This design comes from an exercise in tuning for small area and a short achievable clock period on the open sky130 flow, not from production work. Only simulation tests tie the RTL to the original design; equivalence was not proved.

==> flow/design.v (excerpt) <==
module ddc_core
(
    input  logic        ADC_CLK,
    input  logic        RST_N,
    input  logic [11:0] ADC_IN,
    input  logic        ENC_SW,
    input  logic        ENC_DIR,
    input  logic        ENC_CNT,
    input  logic        ENC_CLK,
    input  logic        DATA_ACK,
    output logic [15:0] OUT,
    output logic        DATA_RDY
);
For scale: ~5300 cells after synthesis, about 600 flip-flops, ~36 I/O pins, roughly 43000 um^2 of cells after synthesis.
clock: 8.0 ns
lec_check: 0
abc_area: 1
cap_margin: 10
core_margin: 2
core_utilization: 40
cts_cluster_diameter: 75
cts_cluster_size: 26
slew_margin: 10
standard.sh (not shown) runs the stock make flow with config.mk's settings and CLKGATE_MAP_FILE= SYNTH_SCRIPT=/design/flow/synth_recipe.tcl, a recipe that flattens the netlist after the stock synthesis.
==> flow/flow/run.sh <==
#!/bin/bash
# Own layout flow: the standard ORFS flow (standard.sh, unchanged synthesis script and
# constraints) with a few extra ORFS settings:
#  - port buffers are buf_4 cells instead of the default pick,
#  - the resizer may swap cells across footprints,
#  - timing repair aims at a larger setup margin.
set -euo pipefail
bash standard.sh \
  "SETUP_SLACK_MARGIN=${MARGIN:-5.25}" \
  "MATCH_CELL_FOOTPRINT=0" \
  "BUFFER_PORTS_ARGS=-buffer_cell sky130_fd_sc_hd__buf_4" \
  finish > standard_flow.log 2>&1
Rerun with:
CAP_MARGIN = 20   (was 10)
PLACE_DENSITY = 0.7   (was unset)
SLEW_MARGIN = 20   (was 10)
After rerunning: Cell count barely changes. Via count stays flat. Design area stays flat. Synthesized area is unchanged. Count of clock-buffer cells in the layout shrinks by 3. Setup slack is worse by 0.0080 ns. Wire length is lower by about 1.6%.
Rerun with:
--- a/flow/flow/run.sh
+++ b/flow/flow/run.sh
@@ -7,5 +7,5 @@
 set -euo pipefail
 bash standard.sh \
-  "SETUP_SLACK_MARGIN=${MARGIN:-5.25}" \
+  "SETUP_SLACK_MARGIN=${MARGIN:-5.15}" \
   "MATCH_CELL_FOOTPRINT=0" \
   "BUFFER_PORTS_ARGS=-buffer_cell sky130_fd_sc_hd__buf_4" \
PLACE_DENSITY = unset   (was 0.7)
Result: Via count is lower by about 2.2%. Die area is unchanged. First-iteration DRC count falls by about 23%. Clock-buffer cell count does not change. Sequential share of layout area rises by 0.80 points. Hold slack hardly moves. Global-route usage came out higher by 0.31 points. Fmax decreases by about 1.8%.
Rerun with:
--- a/flow/flow/run.sh
+++ b/flow/flow/run.sh
@@ -7,5 +7,5 @@
 set -euo pipefail
 bash standard.sh \
-  "SETUP_SLACK_MARGIN=${MARGIN:-5.15}" \
+  "SETUP_SLACK_MARGIN=${MARGIN:-5.25}" \
   "MATCH_CELL_FOOTPRINT=0" \
   "BUFFER_PORTS_ARGS=-buffer_cell sky130_fd_sc_hd__buf_4" \
CTS_CLUSTER_DIAMETER = 60   (was 75)
CTS_CLUSTER_SIZE = 20   (was 26)
After rerunning: Non-clock buffer count is higher by 93. Synthesized cell count stays the same. Worst hold slack is worse by 0.0065 ns. Global-route usage came out higher by 0.47 points. Wire length grows by 3.2%.

ddc_core, a different RTL version from the one above (not shown whole).
For scale: roughly 5300 cells after synthesis, about 670 flip-flops, ~36 I/O pins, ~0.045 mm2 of cells after synthesis.
clock: 8.0 ns
lec_check: 0
abc_area: 1
cap_margin: 20
core_margin: 2
core_utilization: 40
slew_margin: 20
==> flow/flow/run.sh <==
#!/bin/bash
# Own layout flow: the standard ORFS flow (standard.sh, unchanged synthesis script and
# constraints) with a few extra ORFS settings:
#  - port buffers are buf_4 cells instead of the default pick,
#  - the resizer may swap cells across footprints,
#  - timing repair aims at a larger setup margin.
set -euo pipefail
bash standard.sh \
  "SETUP_SLACK_MARGIN=${MARGIN:-5.25}" \
  "MATCH_CELL_FOOTPRINT=0" \
  "BUFFER_PORTS_ARGS=-buffer_cell sky130_fd_sc_hd__buf_4" \
  finish > standard_flow.log 2>&1
Edit:
--- a/flow/flow/run.sh
+++ b/flow/flow/run.sh
@@ -8,3 +8,3 @@
 bash standard.sh \
-  "SETUP_SLACK_MARGIN=${MARGIN:-5.25}" \
+  "SETUP_SLACK_MARGIN=${MARGIN:-5.1}" \
   "MATCH_CELL_FOOTPRINT=0" \
- CTS_CLUSTER_DIAMETER: not set -> 60
- CTS_CLUSTER_SIZE: not set -> 20
Result: The new run ran to the end with no violations; die area is unchanged; synthesized cell count does not change; setup slack gets worse by 0.056 ns; synthesized area does not change; clock-buffer cell count goes down by 19; design area goes down by 2.7%.
Edit:
--- a/flow/flow/run.sh
+++ b/flow/flow/run.sh
@@ -8,3 +8,3 @@
 bash standard.sh \
-  "SETUP_SLACK_MARGIN=${MARGIN:-5.1}" \
+  "SETUP_SLACK_MARGIN=${MARGIN:-5.4}" \
   "MATCH_CELL_FOOTPRINT=0" \
- CTS_CLUSTER_DIAMETER: 60 -> not set
- CTS_CLUSTER_SIZE: 20 -> not set
=>
- The new run produced a clean layout
- count of clock-buffer cells in the layout came out higher by 12
- routed wire length came out higher by 8.6%
- final area came out higher by 9.1%
- utilization came out higher by 4.1 points
Edit:
--- a/flow/flow/run.sh
+++ b/flow/flow/run.sh
@@ -8,3 +8,3 @@
 bash standard.sh \
-  "SETUP_SLACK_MARGIN=${MARGIN:-5.4}" \
+  "SETUP_SLACK_MARGIN=${MARGIN:-5.25}" \
   "MATCH_CELL_FOOTPRINT=0" \
- CTS_BUF_LIST: not set -> sky130_fd_sc_hd__clkbuf_8 sky130_fd_sc_hd__clkbuf_16
- CTS_CLUSTER_DIAMETER: not set -> 50
- CTS_CLUSTER_SIZE: not set -> 24
Outcome: The new run ran to the end with no violations; critical path depth does not change; cell area came out lower by 4.1%; flip-flop and latch count stays the same; utilization shrinks by 2.1 points.

## port drivers added, routing unchanged
Ports are ideal in the flow. The routed layouts listed here were re-timed in OpenROAD.
Step 1 sets driving cells, clkbuf_16 on the clock port and buf_2 on the other inputs (assumed; they add their load-dependent delay and slew).
Step 2 also shifts input and output timing later by t, the mid clock arrival at the registers, as if the neighbouring blocks saw the same clock.
Slacks: no drivers / after step 1 / after step 2; pairs: no drivers / after step 1.
| run | shift t [ns] | setup slack, ns | hold WS [ns] |
|---|---|---|---|
| the first run of note 1 | 0.689 | 5.191 / 5.124 / 4.840 | 0.350 / 0.350 / 0.350 |
| the second run of note 1 | 0.709 | 5.183 / 5.118 / 4.857 | 0.353 / 0.353 / 0.353 |
| the third run of note 1 | 0.688 | 5.132 / 5.132 / 4.817 | 0.355 / 0.355 / 0.355 |
| the fourth run of note 1 | 0.688 | 5.213 / 5.162 / 4.865 | 0.348 / 0.348 / 0.348 |
| the first run of note 2 | 0.704 | 5.203 / 5.139 / 4.791 | 0.345 / 0.345 / 0.345 |
| the second run of note 2 | 0.710 | 5.147 / 5.103 / 4.775 | 0.346 / 0.346 / 0.346 |
| the third run of note 2 | 0.708 | 5.160 / 5.096 / 4.876 | 0.344 / 0.344 / 0.344 |
| the fourth run of note 2 | 0.720 | 5.189 / 5.126 / 4.796 | 0.346 / 0.346 / 0.346 |
After both steps every run listed still meets setup and hold. For the first run of note 2, which loses most, drivers alone change the setup slack by -0.064 ns; drivers and shift together by -0.412 ns. Setup slack includes reset recovery checks.
